Source: an optimization exercise on an open RTL-to-GDS flow (aim: small area, a short achievable clock period and few clock cycles per item). Production flows keep margins and buffers that such runs may drop.
At most, simulation tests tie the RTL to the original design; equivalence was not proved.

==> flow/design.v <==
`default_nettype none
package sha1_pkg;
	localparam int word_bits    = 32;
	localparam int block_words  = 16;
	localparam int digest_words = 5;
	typedef logic [word_bits-1:0]              word_t;
	typedef logic [block_words*word_bits-1:0]  block_t;
	typedef logic [digest_words*word_bits-1:0] digest_t;
	typedef logic [1:0] group_t;
	localparam digest_t init_hash = {
		32'h67452301,
		32'hEFCDAB89,
		32'h98BADCFE,
		32'h10325476,
		32'hC3D2E1F0
	};
	localparam logic [4*word_bits-1:0] k_const = {
		32'hCA62C1D6,
		32'h8F1BBCDC,
		32'h6ED9EBA1,
		32'h5A827999
	};
	localparam int round_count = 80;
	localparam int group_len   = 20;
endpackage
`default_nettype wire
`default_nettype none
`timescale 1ns/10ps
module sha1_core (
	input  logic              clk,
	input  logic              reset,
	input  logic              start,
	input  sha1_pkg::block_t  block,
	output logic              busy,
	output logic              done,
	output sha1_pkg::digest_t hash
);
	localparam logic [31:0] iv_a = sha1_pkg::init_hash[159:128];
	localparam logic [31:0] iv_b = sha1_pkg::init_hash[127:96];
	localparam logic [31:0] iv_c = sha1_pkg::init_hash[95:64];
	localparam logic [31:0] iv_d = sha1_pkg::init_hash[63:32];
	localparam logic [31:0] iv_e = sha1_pkg::init_hash[31:0];
	localparam logic [31:0] k0   = sha1_pkg::k_const[31:0];
	localparam logic [31:0] z0   = ((iv_b & iv_c) | (~iv_b & iv_d)) + iv_e + k0;
	function automatic logic [31:0] rotl5(input logic [31:0] x);
		rotl5 = {x[26:0], x[31:27]};
	endfunction
	function automatic logic [31:0] rotl30(input logic [31:0] x);
		rotl30 = {x[1:0], x[31:2]};
	endfunction
	function automatic logic [31:0] rotl1(input logic [31:0] x);
		rotl1 = {x[30:0], x[31]};
	endfunction
	function automatic logic [31:0] kof(input logic [1:0] g);
		kof = sha1_pkg::k_const[g*32 +: 32];
	endfunction
	function automatic logic [1:0] gof(input logic [5:0] t);
		if (t < 6'd10)
			gof = 2'd0;
		else if (t < 6'd20)
			gof = 2'd1;
		else if (t < 6'd30)
			gof = 2'd2;
		else
			gof = 2'd3;
	endfunction
	function automatic logic [31:0] fof(input logic ch, input logic maj,
		input logic [31:0] x, input logic [31:0] y, input logic [31:0] z);
		if (ch)
			fof = (x & y) | (~x & z);
		else if (maj)
			fof = (x & y) | (x & z) | (y & z);
		else
			fof = x ^ y ^ z;
	endfunction
	logic           accept;
	logic           last;
	logic [5:0]     cnt;
	logic [1:0]     g_cur;       
	logic [1:0]     g_nxt;       
	logic           cur_ch, cur_maj, nxt_ch, nxt_maj;
	logic           fin;         
	logic [31:0]    a, b, c, d, e, p;
	logic [31:0]    win [16];
	logic [31:0]    x [18];
	logic [31:0]    a1, a2;
	logic [31:0]    z1s, z1c, t1, t2;
	logic [31:0]    s2, c2;
	logic [31:0]    f2, kn, wn, ps, pc, fx, fy, sx, cx, sy, cy, s4, c4, s3, c3, p_next;
	assign accept = start && !busy;
	assign last   = (cnt == 6'd39);
	always_comb
	begin
		for (int i = 0; i < 16; i++)
			x[i] = win[i];
		for (int j = 0; j < 2; j++)
			x[16 + j] = rotl1(x[13 + j] ^ x[8 + j] ^ x[2 + j] ^ x[j]);
	end
	assign a1 = rotl5(a) + p;
	always_comb
	begin
		t1  = fof(cur_ch, cur_maj, a, rotl30(b), c);
		t2  = fin ? (kof(2'd3) + iv_a) : kof(g_cur);
		s2  = t1 ^ t2 ^ d;
		c2  = {((t1 & t2) | (t1 & d) | (t2 & d)), 1'b0} ;
		z1s = s2 ^ c2 ^ x[1];
		z1c = {((s2 & c2) | (s2 & x[1]) | (c2 & x[1])), 1'b0};
	end
	always_comb
	begin
		s3 = rotl5(a1) ^ z1s ^ z1c;
		c3 = {((rotl5(a1) & z1s) | (rotl5(a1) & z1c) | (z1s & z1c)), 1'b0};
	end
	assign a2 = s3 + c3;
	always_comb
	begin
		kn = fin ? iv_e : kof(g_nxt);
		wn = fin ? 32'd0 : x[2];
		ps = c ^ kn ^ wn;
		pc = {((c & kn) | (c & wn) | (kn & wn)), 1'b0};
		fy = fof(nxt_ch, nxt_maj, 32'd0, rotl30(a), rotl30(b)) & {32{!fin}};
		fx = fof(nxt_ch, nxt_maj, 32'hFFFFFFFF, rotl30(a), rotl30(b)) & {32{!fin}};
		for (int i = 0; i < 32; i++)
			f2[i] = a1[i] ? fx[i] : fy[i];
		s4 = f2 ^ ps ^ pc;
		c4 = (f2 & ps) | (f2 & pc) | (ps & pc);
	end
	assign p_next = s4 + {c4[30:0], 1'b0};
	always_ff @(posedge clk)
	begin
		if (accept)
		begin
			for (int i = 0; i < 16; i++)
				win[i] <= block[(15 - i) * 32 +: 32];
			a       <= iv_a;
			b       <= iv_b;
			c       <= iv_c;
			d       <= iv_d;
			e       <= iv_e;
			p       <= block[511:480] + z0;
			cnt     <= 6'd0;
			g_cur   <= 2'd0;
			g_nxt   <= 2'd0;
			cur_ch  <= 1'b1;
			cur_maj <= 1'b0;
			nxt_ch  <= 1'b1;
			nxt_maj <= 1'b0;
			fin     <= 1'b0;
		end
		else
		begin
			for (int i = 0; i < 16; i++)
				win[i] <= x[i + 2];
			a       <= a2;
			b       <= a1;
			c       <= rotl30(a);
			d       <= rotl30(b);
			e       <= c;
			p       <= p_next;
			cnt     <= cnt + 6'd1;
			g_cur   <= g_nxt;
			g_nxt   <= gof(cnt + 6'd2);
			cur_ch  <= nxt_ch;
			cur_maj <= nxt_maj;
			nxt_ch  <= (gof(cnt + 6'd2) == 2'd0);
			nxt_maj <= (gof(cnt + 6'd2) == 2'd2);
			fin     <= (cnt == 6'd38);
		end
	end
	always_ff @(posedge clk)
	begin
		if (reset)
		begin
			busy <= 1'b0;
			done <= 1'b0;
		end
		else
		begin
			done <= busy && last;
			busy <= accept || (busy && !last);
		end
	end
	assign hash = {a, b + iv_b, c + iv_c, d + iv_d, p};
endmodule
`default_nettype wire
clock: 8.5 ns
lec_check: 0
abc_area: 1
cap_margin: 20
core_margin: 2
core_utilization: 40
setup_slack_margin: 4
slew_margin: 20
buffer_ports_args: -buffer_cell sky130_fd_sc_hd__buf_1
standard.sh (not shown) runs the stock make flow with config.mk's settings and CLKGATE_MAP_FILE= SYNTH_SCRIPT=/design/flow/synth_recipe.tcl, a recipe that flattens the netlist after the stock synthesis.
==> flow/flow/run.sh <==
#!/bin/bash
# Standard layout, with plain buf_1 cells as the port buffers.
set -e
cp standard.sh standard_sh.log
cp config.mk config_mk.log
echo 'export BUFFER_PORTS_ARGS = -buffer_cell sky130_fd_sc_hd__buf_1' >> config.mk
bash standard.sh > standard.log 2>&1
The first run went through all stages and came out clean.
Testbench counts at the start, summed over its fixed seeds: cycles 5,248, items 128.
Rerun with:
--- a/flow/design.v
+++ b/flow/design.v
@@ -80,5 +80,4 @@
 	logic [1:0]     g_nxt;       
 	logic           cur_ch, cur_maj, nxt_ch, nxt_maj;
-	logic           fin;         
 	logic [31:0]    a, b, c, d, e, p;
 	logic [31:0]    win [16];
@@ -87,5 +86,5 @@
 	logic [31:0]    z1s, z1c, t1, t2;
 	logic [31:0]    s2, c2;
-	logic [31:0]    f2, kn, wn, ps, pc, fx, fy, sx, cx, sy, cy, s4, c4, s3, c3, p_next;
+	logic [31:0]    kn, ps, pc, f2, s3, c3, p_next;
 	assign accept = start && !busy;
 	assign last   = (cnt == 6'd39);
@@ -101,5 +100,5 @@
 	begin
 		t1  = fof(cur_ch, cur_maj, a, rotl30(b), c);
-		t2  = fin ? (kof(2'd3) + iv_a) : kof(g_cur);
+		t2  = kof(g_cur);
 		s2  = t1 ^ t2 ^ d;
 		c2  = {((t1 & t2) | (t1 & d) | (t2 & d)), 1'b0} ;
@@ -115,16 +114,10 @@
 	always_comb
 	begin
-		kn = fin ? iv_e : kof(g_nxt);
-		wn = fin ? 32'd0 : x[2];
-		ps = c ^ kn ^ wn;
-		pc = {((c & kn) | (c & wn) | (kn & wn)), 1'b0};
-		fy = fof(nxt_ch, nxt_maj, 32'd0, rotl30(a), rotl30(b)) & {32{!fin}};
-		fx = fof(nxt_ch, nxt_maj, 32'hFFFFFFFF, rotl30(a), rotl30(b)) & {32{!fin}};
-		for (int i = 0; i < 32; i++)
-			f2[i] = a1[i] ? fx[i] : fy[i];
-		s4 = f2 ^ ps ^ pc;
-		c4 = (f2 & ps) | (f2 & pc) | (ps & pc);
+		kn = kof(g_nxt);
+		ps = c ^ kn ^ x[2];
+		pc = {((c & kn) | (c & x[2]) | (kn & x[2])), 1'b0};
+		f2 = fof(nxt_ch, nxt_maj, a1, rotl30(a), rotl30(b));
 	end
-	assign p_next = s4 + {c4[30:0], 1'b0};
+	assign p_next = (f2 ^ ps ^ pc) + {((f2 & ps) | (f2 & pc) | (ps & pc)), 1'b0};
 	always_ff @(posedge clk)
 	begin
@@ -146,5 +139,4 @@
 			nxt_ch  <= 1'b1;
 			nxt_maj <= 1'b0;
-			fin     <= 1'b0;
 		end
 		else
@@ -165,5 +157,4 @@
 			nxt_ch  <= (gof(cnt + 6'd2) == 2'd0);
 			nxt_maj <= (gof(cnt + 6'd2) == 2'd2);
-			fin     <= (cnt == 6'd38);
 		end
 	end
@@ -181,5 +172,5 @@
 		end
 	end
-	assign hash = {a, b + iv_b, c + iv_c, d + iv_d, p};
+	assign hash = {a + iv_a, b + iv_b, c + iv_c, d + iv_d, e + iv_e};
 endmodule
 `default_nettype wire
After rerunning: The new run ran to the end with no violations. Die area grows by 2.6%. Flip-flop and latch count grows by 31. Setup slack got worse by 310 ps. Global-route usage grows by 3.9 points. Worst hold slack improved by 17 ps. Non-clock buffer count grows by 128. Area after synthesis grows by 2.7%. Via count grows by 4.8%. Clock-buffer cell count shrinks by 6.
Function not checked in the second run of this note: the RTL went through the layout flow alone.

static timing again, ports no longer ideal:
The flow's constraints put no driver on any port. The routed layouts listed below were extracted and timed again, unchanged, in two steps. Step 1 (the two cells are an assumption about what drives the block):
set clk [get_ports {clk}]
set_driving_cell -lib_cell sky130_fd_sc_hd__clkbuf_16 $clk
set_driving_cell -lib_cell sky130_fd_sc_hd__buf_2 [delete_from_list [all_inputs] $clk]
Step 2 also shifts input and output timing later by t, the mid clock arrival at the registers, as if the neighbouring blocks saw the same clock. Slacks: no drivers / after step 1 / after step 2; pairs: no drivers / after step 1.
| run | shift t [ns] | setup slack, ns | hold slack, ns |
|---|---|---|---|
| the first run | 0.710 | 3.946 / 3.946 / 3.882 | 0.398 / 0.398 / 0.398 |
| the second run | 0.746 | 3.639 / 3.633 / 3.639 | 0.415 / 0.415 / 0.415 |
After both steps setup and hold are still met in every run listed. The setup slack of the first run, which loses most, moves by 0.000 ns with the drivers and by -0.064 ns with both steps.
